This design comes from an exercise in tuning for small area and few clock cycles on the open sky130 flow, not from production work.
Function was checked by simulation only, so behaviour that the tests miss may differ from the original.
Power is estimated from default activity; no workload was simulated.

==> flow/design.v <==
module cache_2way #(
  parameter int SET_W = 2,
  parameter int CNT_W = 16
) (
  input  logic             clk,
  input  logic             proc_reset,
  input  logic             proc_read,
  input  logic             proc_write,
  input  logic [29:0]      proc_addr,
  input  logic [31:0]      proc_wdata,
  output logic             proc_stall,
  output logic [31:0]      proc_rdata,
  output logic             mem_read,
  output logic             mem_write,
  output logic [27:0]      mem_addr,
  output logic [127:0]     mem_wdata,
  input  logic [127:0]     mem_rdata,
  input  logic             mem_ready,
  output logic [CNT_W-1:0] hit_cnt,
  output logic [CNT_W-1:0] miss_cnt
);
  localparam int TAG_W = 28 - SET_W;
  localparam int SETS  = 1 << SET_W;
  logic [SETS-1:0]  valid_q [2];
  logic [SETS-1:0]  dirty_q [2];
  logic [TAG_W-1:0] tag_q   [2][SETS];
  logic [127:0]     data_q  [2][SETS];
  logic [SETS-1:0]  lru_q;
  logic             missed_q;    
  logic [SET_W-1:0] set_idx;
  logic [SETS-1:0]  set_oh;
  logic [TAG_W-1:0] tag_in;
  logic [1:0]       word;
  logic [3:0]       word_oh;
  logic             req;
  logic [TAG_W-1:0] tag0, tag1, victim_tag;
  logic             hit0, hit1, hit, hit_way;
  logic             victim, victim_dirty, miss, fill, done;
  logic             sel_way;
  logic [2*SETS-1:0] line_oh;
  logic [127:0]     sel_line;
  logic [7:0]       rd_oh;
  assign set_idx = proc_addr[SET_W+1:2];
  assign tag_in  = proc_addr[29:SET_W+2];
  assign word    = proc_addr[1:0];
  assign req     = proc_read | proc_write;
  always_comb begin
    for (int s = 0; s < SETS; s++) set_oh[s] = (set_idx == s[SET_W-1:0]);
    for (int k = 0; k < 4; k++)    word_oh[k] = (word == k[1:0]);
  end
  logic [SETS*TAG_W-1:0] tags0, tags1;
  always_comb
    for (int s = 0; s < SETS; s++) begin
      tags0[s*TAG_W +: TAG_W] = tag_q[0][s];
      tags1[s*TAG_W +: TAG_W] = tag_q[1][s];
    end
  ao_sel #(.N(SETS), .W(TAG_W)) u_tag0 (.d(tags0), .sel(set_oh), .q(tag0));
  ao_sel #(.N(SETS), .W(TAG_W)) u_tag1 (.d(tags1), .sel(set_oh), .q(tag1));
  assign hit0    = valid_q[0][set_idx] && (tag0 == tag_in);
  assign hit1    = valid_q[1][set_idx] && (tag1 == tag_in);
  assign hit     = req && (hit0 || hit1);
  assign hit_way = ~hit0;
  always_comb begin
    victim = lru_q[set_idx];
    if (!valid_q[0][set_idx])
      victim = 1'b0;
    else if (!valid_q[1][set_idx])
      victim = 1'b1;
  end
  assign victim_dirty = dirty_q[victim][set_idx];
  assign victim_tag   = victim ? tag1 : tag0;
  assign miss         = req && !hit;
  assign mem_write = miss && victim_dirty;
  assign mem_read  = miss && !victim_dirty;
  assign mem_addr  = victim_dirty ? {victim_tag, set_idx} : proc_addr[29:2];
  assign fill       = mem_read && mem_ready;
  assign done       = hit || fill;
  assign proc_stall = req && !done;
  assign sel_way = hit ? hit_way : victim;
  always_comb
    for (int w = 0; w < 2; w++)
      for (int s = 0; s < SETS; s++)
        line_oh[w*SETS+s] = set_oh[s] && (sel_way == w[0]);
  logic [2*SETS*128-1:0] lines;
  always_comb
    for (int w = 0; w < 2; w++)
      for (int s = 0; s < SETS; s++)
        lines[(w*SETS+s)*128 +: 128] = data_q[w][s];
  ao_sel #(.N(2*SETS), .W(128)) u_line (.d(lines), .sel(line_oh), .q(sel_line));
  assign mem_wdata = sel_line;
  always_comb
    for (int k = 0; k < 4; k++) begin
      rd_oh[k]     = hit && word_oh[k];
      rd_oh[4 + k] = !hit && word_oh[k];
    end
  ao_sel #(.N(8), .W(32)) u_rdata (.d({mem_rdata, sel_line}), .sel(rd_oh), .q(proc_rdata));
  logic [3:0]   wsel;    
  logic [127:0] wdat;
  always_comb
    for (int k = 0; k < 4; k++)
      wsel[k] = proc_write && word_oh[k];
  for (genvar k = 0; k < 4; k++) begin : g_wd
    ao_sel2 #(.W(32)) u_wd (.a(proc_wdata), .b(mem_rdata[k*32 +: 32]), .sa(wsel[k]), .sb(!wsel[k]),
                            .q(wdat[k*32 +: 32]));
  end
  logic [127:0]     data_d [2][SETS];
  logic [TAG_W-1:0] tag_d  [2][SETS];
  logic             tag_en [2][SETS];
  logic [3:0]       data_en [2][SETS];
  always_comb
    for (int w = 0; w < 2; w++)
      for (int s = 0; s < SETS; s++) begin
        tag_en[w][s] = fill && victim == w[0] && set_oh[s];
        for (int k = 0; k < 4; k++)
          data_en[w][s][k] = set_oh[s] &&
                             ((fill && victim == w[0]) || (hit && wsel[k] && hit_way == w[0]));
      end
  for (genvar w = 0; w < 2; w++) begin : g_way
    for (genvar s = 0; s < SETS; s++) begin : g_set
      ao_sel2 #(.W(TAG_W)) u_tag (.a(tag_in), .b(tag_q[w][s]), .sa(tag_en[w][s]),
                                  .sb(!tag_en[w][s]), .q(tag_d[w][s]));
      for (genvar k = 0; k < 4; k++) begin : g_word
        ao_sel2 #(.W(32)) u_data (.a(wdat[k*32 +: 32]), .b(data_q[w][s][k*32 +: 32]),
                                  .sa(data_en[w][s][k]), .sb(!data_en[w][s][k]),
                                  .q(data_d[w][s][k*32 +: 32]));
      end
    end
  end
  always_ff @(posedge clk)
    for (int w = 0; w < 2; w++)
      for (int s = 0; s < SETS; s++) begin
        tag_q[w][s]  <= tag_d[w][s];
        data_q[w][s] <= data_d[w][s];
      end
  always_ff @(posedge clk or posedge proc_reset) begin
    if (proc_reset) begin
      valid_q[0] <= '0;
      valid_q[1] <= '0;
      dirty_q[0] <= '0;
      dirty_q[1] <= '0;
      lru_q      <= '0;
      missed_q   <= 1'b0;
      hit_cnt    <= '0;
      miss_cnt   <= '0;
    end else begin
      if (done) begin
        missed_q <= 1'b0;
        if (hit_cnt != '1)
          hit_cnt <= hit_cnt + 1'b1;
      end else if (miss && !missed_q) begin
        missed_q <= 1'b1;
        if (miss_cnt != '1)
          miss_cnt <= miss_cnt + 1'b1;
      end
      if (hit) begin
        lru_q[set_idx] <= ~hit_way;
        if (proc_write)
          dirty_q[hit_way][set_idx] <= 1'b1;
      end
      if (mem_write && mem_ready)
        dirty_q[victim][set_idx] <= 1'b0;
      if (fill) begin
        valid_q[victim][set_idx] <= 1'b1;
        dirty_q[victim][set_idx] <= proc_write;
        lru_q[set_idx]           <= ~victim;
      end
    end
  end
endmodule
module ao_sel #(
  parameter int N = 2,
  parameter int W = 1
) (
  input  logic [N*W-1:0] d,
  input  logic [N-1:0]   sel,
  output logic [W-1:0]   q
);
  always_comb begin
    q = '0;
    for (int i = 0; i < N; i++)
      q = q | (d[i*W +: W] & {W{sel[i]}});
  end
endmodule
module ao_sel2 #(
  parameter int W = 1
) (
  input  logic [W-1:0] a,
  input  logic [W-1:0] b,
  input  logic         sa,
  input  logic         sb,
  output logic [W-1:0] q
);
  assign q = (a & {W{sa}}) | (b & {W{sb}});
endmodule
clock: 12.0 ns
lec_check: 0
cap_margin: 20
core_margin: 2
core_utilization: 55
cts_buf_list: sky130_fd_sc_hd__clkbuf_8
cts_cluster_diameter: 100
cts_cluster_size: 16
setup_slack_margin: 0.2
slew_margin: 20
synth_hierarchical: 1
standard.sh (not shown) runs the stock make flow with config.mk's settings and CLKGATE_MAP_FILE= SYNTH_SCRIPT=/design/flow/synth_recipe.tcl, a recipe that flattens the netlist after the stock synthesis.
==> flow/flow/run.sh <==
#!/bin/bash
# The standard layout, with plain buf_1 cells as the port buffers instead of the
# delay buffers buffer_ports picks by default.
set -euo pipefail
export BUFFER_PORTS_ARGS="-buffer_cell sky130_fd_sc_hd__buf_1"
bash standard.sh finish > standard.log 2>&1
The starting point finished clean.
Testbench counts at the start, summed over its fixed seeds: cycles 72,443.
Then changed:
--- a/flow/flow/run.sh
+++ b/flow/flow/run.sh
@@ -3 +3,2 @@
-# delay buffers buffer_ports picks by default.
+# delay buffers buffer_ports picks by default, and with power recovery (downsizing
+# of gates off the critical paths) after global routing.
@@ -5,0 +7 @@
+export RECOVER_POWER=100
CAP_MARGIN = 5   (was 20)
CORE_UTILIZATION = 65   (was 55)
CTS_BUF_LIST = sky130_fd_sc_hd__clkbuf_16   (was sky130_fd_sc_hd__clkbuf_8)
CTS_CLUSTER_SIZE = 24   (was 16)
SETUP_SLACK_MARGIN = unset   (was 0.2)
SLEW_MARGIN = 5   (was 20)
Outcome:
- The new run completed and failed the layout checks on capacitance limit, slew limit
- clock power rose by about 6%
- global-route usage rose by 5.7 points
- routed wire length decreases by 2.7%
- register-to-register slack is worse by 2.4 ns
- die area decreases by 15%
- count of clock-buffer cells in the layout came out lower by 31
Then changed:
==> flow/flow/run.sh (replaced) <==
#!/bin/bash
# The standard layout, with plain buf_1 cells as the port buffers instead of the
# delay buffers buffer_ports picks by default.
set -euo pipefail
export BUFFER_PORTS_ARGS="-buffer_cell sky130_fd_sc_hd__buf_1"
bash standard.sh finish > standard.log 2>&1
CAP_MARGIN = 20   (was 5)
CORE_UTILIZATION = 55   (was 65)
SLEW_MARGIN = 20   (was 5)
Effect: The new run finished with timing, DRC and antenna clean. Non-clock buffer count rose by 5. Setup slack is better by 0.32 ns. Power barely changes.

==> static timing again, ports no longer ideal <==
In the flow no input, the clock included, has a driving cell. The finished layouts below were timed again as built, in two steps.
Step 1 (the two cells are an assumption about what drives the block):
set clk [get_ports {clk}]
set_driving_cell -lib_cell sky130_fd_sc_hd__clkbuf_16 $clk
set_driving_cell -lib_cell sky130_fd_sc_hd__buf_2 [delete_from_list [all_inputs] $clk]
Step 2, shift: input delay + t, output delay - t, t = (earliest + latest rising clock arrival at the registers) / 2. This alone moves slack from input paths to output paths.
a / b / c = no drivers / after step 1 / after step 2; a / b = the first two.
| run | t, ns | setup WS [ns] | worst register clock-pin slew, ns | worst slew at a driven data input, ns |
|---|---|---|---|---|
| the first run | 0.867 | 0.856 / 0.833 / 0.833 | 0.12 / 0.12 | 0.16 |
| the second run | 0.742 | 0.489 / 0.469 / 0.469 | 0.11 / 0.11 | 0.16 |
| the third run | 0.780 | 0.814 / 0.791 / 0.791 | 0.11 / 0.11 | 0.17 |
